This design comes from an exercise in tuning for small area on the open sky130 flow, not from production work.
Function was checked by simulation only, so behaviour that the tests miss may differ from the original.

the baseline:
==> flow/design.v <==
package reg_block_pkg;
    localparam int ADDR_W = 8;
    localparam int DATA_W = 16;
    localparam int DEPTH  = 2 ** ADDR_W;
    localparam int NUM_RD = 2;
    typedef logic [ADDR_W-1:0]             addr_t;
    typedef logic [DATA_W-1:0]             data_t;
    typedef logic [DEPTH*DATA_W-1:0]       mem_t;
endpackage
module reg_block_rdport (
    input  reg_block_pkg::addr_t                 addr,
    input  logic [reg_block_pkg::DEPTH-1:0]      valid,
    input  reg_block_pkg::mem_t                  mem,
    output reg_block_pkg::data_t                 data
);
    localparam int DEPTH  = reg_block_pkg::DEPTH;
    localparam int DATA_W = reg_block_pkg::DATA_W;
    localparam int NGRP   = DEPTH / 8;    
    localparam int NL2    = NGRP / 4;     
    logic [15:0] lo, hi;
    always_comb begin
        lo = '0;
        hi = '0;
        lo[addr[3:0]] = 1'b1;
        hi[addr[7:4]] = 1'b1;
    end
    logic [DEPTH-1:0] sel;
    for (genvar i = 0; i < DEPTH; i++) begin : g_sel
        reg_block_and3 u_sel (.a(hi[i/16]), .b(lo[i%16]), .c(valid[i]), .y(sel[i]));
    end
    for (genvar b = 0; b < DATA_W; b++) begin : g_bit
        logic [NGRP-1:0] grp;    
        logic [NL2-1:0]  l2;
        logic [1:0]      l3;
        for (genvar g = 0; g < NGRP; g++) begin : g_grp
            logic [7:0] d;
            for (genvar k = 0; k < 8; k++) begin : g_d
                assign d[k] = mem[(8*g+k)*DATA_W+b];
            end
            reg_block_grp8 u_grp (.s(sel[8*g +: 8]), .d(d), .y(grp[g]));
        end
        for (genvar k = 0; k < NL2; k++) begin : g_l2
            reg_block_or4 u_n (.a(grp[4*k]), .b(grp[4*k+1]), .c(grp[4*k+2]), .d(grp[4*k+3]), .y(l2[k]));
        end
        for (genvar k = 0; k < 2; k++) begin : g_l3
            reg_block_or4 u_n (.a(l2[4*k]), .b(l2[4*k+1]), .c(l2[4*k+2]), .d(l2[4*k+3]), .y(l3[k]));
        end
        reg_block_or2 u_out (.a(l3[0]), .b(l3[1]), .y(data[b]));
    end
endmodule
module reg_block_grp8 (
    input  logic [7:0] s,
    input  logic [7:0] d,
    output logic       y
);
    assign y = |(s & d);
endmodule
module reg_block_and3 (input logic a, b, c, output logic y);
    assign y = a & b & c;
endmodule
module reg_block_or4 (input logic a, b, c, d, output logic y);
    assign y = a | b | c | d;
endmodule
module reg_block (
    input  logic        clk,
    input  logic        rst_n,
    input  reg_block_pkg::addr_t       Addr_Out_A,
    input  reg_block_pkg::addr_t       Addr_Out_B,
    input  reg_block_pkg::addr_t       Addr_In,
    input  reg_block_pkg::data_t       Data_In,
    input  logic        WE,
    output reg_block_pkg::data_t       Data_Out_A,
    output reg_block_pkg::data_t       Data_Out_B
);
    localparam int DEPTH  = reg_block_pkg::DEPTH;
    localparam int DATA_W = reg_block_pkg::DATA_W;
    reg_block_pkg::mem_t  mem;
    reg_block_pkg::mem_t  mem_d;
    logic [DEPTH-1:0]     valid;
    logic [DEPTH-1:0]     valid_d;
    logic [DEPTH-1:0]     wr_sel;     
    logic [DEPTH-1:0]     wr_hold;    
    logic [15:0] wlo, whi, wlo_n, whi_n;
    always_comb begin
        wlo = '0;
        whi = '0;
        wlo[Addr_In[3:0]] = 1'b1;
        whi[Addr_In[7:4]] = WE;
    end
    assign wlo_n = ~wlo;
    assign whi_n = ~whi;
    for (genvar i = 0; i < DEPTH; i++) begin : g_row
        reg_block_nor2  u_we   (.a(whi_n[i/16]), .b(wlo_n[i%16]), .y(wr_sel[i]));
        reg_block_nand2 u_hold (.a(whi[i/16]),   .b(wlo[i%16]),   .y(wr_hold[i]));
        reg_block_or2   u_vld  (.a(valid[i]),    .b(wr_sel[i]),   .y(valid_d[i]));
        for (genvar b = 0; b < DATA_W; b++) begin : g_bit
            reg_block_hold u_bit (
                .ld   (wr_sel[i]),
                .hold (wr_hold[i]),
                .d    (Data_In[b]),
                .q    (mem[i*DATA_W+b]),
                .y    (mem_d[i*DATA_W+b])
            );
        end
    end
    always_ff @(posedge clk or negedge rst_n) begin
        if (!rst_n) valid <= '0;
        else        valid <= valid_d;
    end
    always_ff @(posedge clk) mem <= mem_d;
    reg_block_rdport u_rd_a (.addr(Addr_Out_A), .valid(valid), .mem(mem), .data(Data_Out_A));
    reg_block_rdport u_rd_b (.addr(Addr_Out_B), .valid(valid), .mem(mem), .data(Data_Out_B));
endmodule
module reg_block_hold (
    input  logic ld,
    input  logic hold,
    input  logic d,
    input  logic q,
    output logic y
);
    assign y = (ld & d) | (hold & q);
endmodule
module reg_block_nor2 (input logic a, b, output logic y);
    assign y = ~(a | b);
endmodule
module reg_block_nand2 (input logic a, b, output logic y);
    assign y = ~(a & b);
endmodule
module reg_block_or2 (input logic a, b, output logic y);
    assign y = a | b;
endmodule
clock: 14.0 ns
lec_check: 0
cap_margin: 30
core_margin: 2
core_utilization: 35
cts_cluster_diameter: 150
cts_cluster_size: 20
gpl_timing_driven: 0
place_density: 0.45
slew_margin: 30
synth_hierarchical: 1
run.sh (not shown) runs the stock make flow with config.mk's settings and CLKGATE_MAP_FILE= SYNTH_SCRIPT=/design/flow/synth_recipe.tcl, a recipe that flattens the netlist after the stock synthesis.
[inputs] the candidate vs the baseline
diff --git a/flow/config.mk b/flow/config.mk
--- a/flow/config.mk
+++ b/flow/config.mk
@@ -8 +8 @@
-export CAP_MARGIN = 30
+export CAP_MARGIN = 15
@@ -10 +10 @@
-export CORE_UTILIZATION = 35
+export CORE_UTILIZATION = 30
@@ -14,2 +14,2 @@
-export PLACE_DENSITY = 0.45
-export SLEW_MARGIN = 30
+export PLACE_DENSITY = 0.4
+export SLEW_MARGIN = 15
Findings:
The latest clock arrival within the worst-skew pair of the candidate and that of the baseline are within noise of each other.
The candidate against the baseline: global-route usage decreased 3.4 points, routability congestion estimate decreased 0.051, die area increased about 17%.

port drivers added, routing unchanged:
Ports are ideal in the flow. The routed layouts listed here were re-timed in OpenROAD.
Step 1 sets driving cells, clkbuf_16 on the clock port and buf_2 on the other inputs (assumed; they add their load-dependent delay and slew).
Step 2, shift: input delay + t, output delay - t, t = (earliest + latest rising clock arrival at the registers) / 2. This alone moves slack from input paths to output paths.
Three values: ideal ports, drivers, drivers and shift; two values: the first two.
run	t, ns	slack for setup (ns)	worst setup path at the end	worst data-port slew with drivers (ns)
the baseline	1.160	1.181 / 0.979 / 0.979	input to output	0.41
the candidate	1.182	1.468 / 1.357 / 1.357	input to output	0.34
After both steps every run listed still meets setup and hold. For the baseline, which loses most, drivers alone change the setup slack by -0.202 ns; drivers and shift together by -0.202 ns.
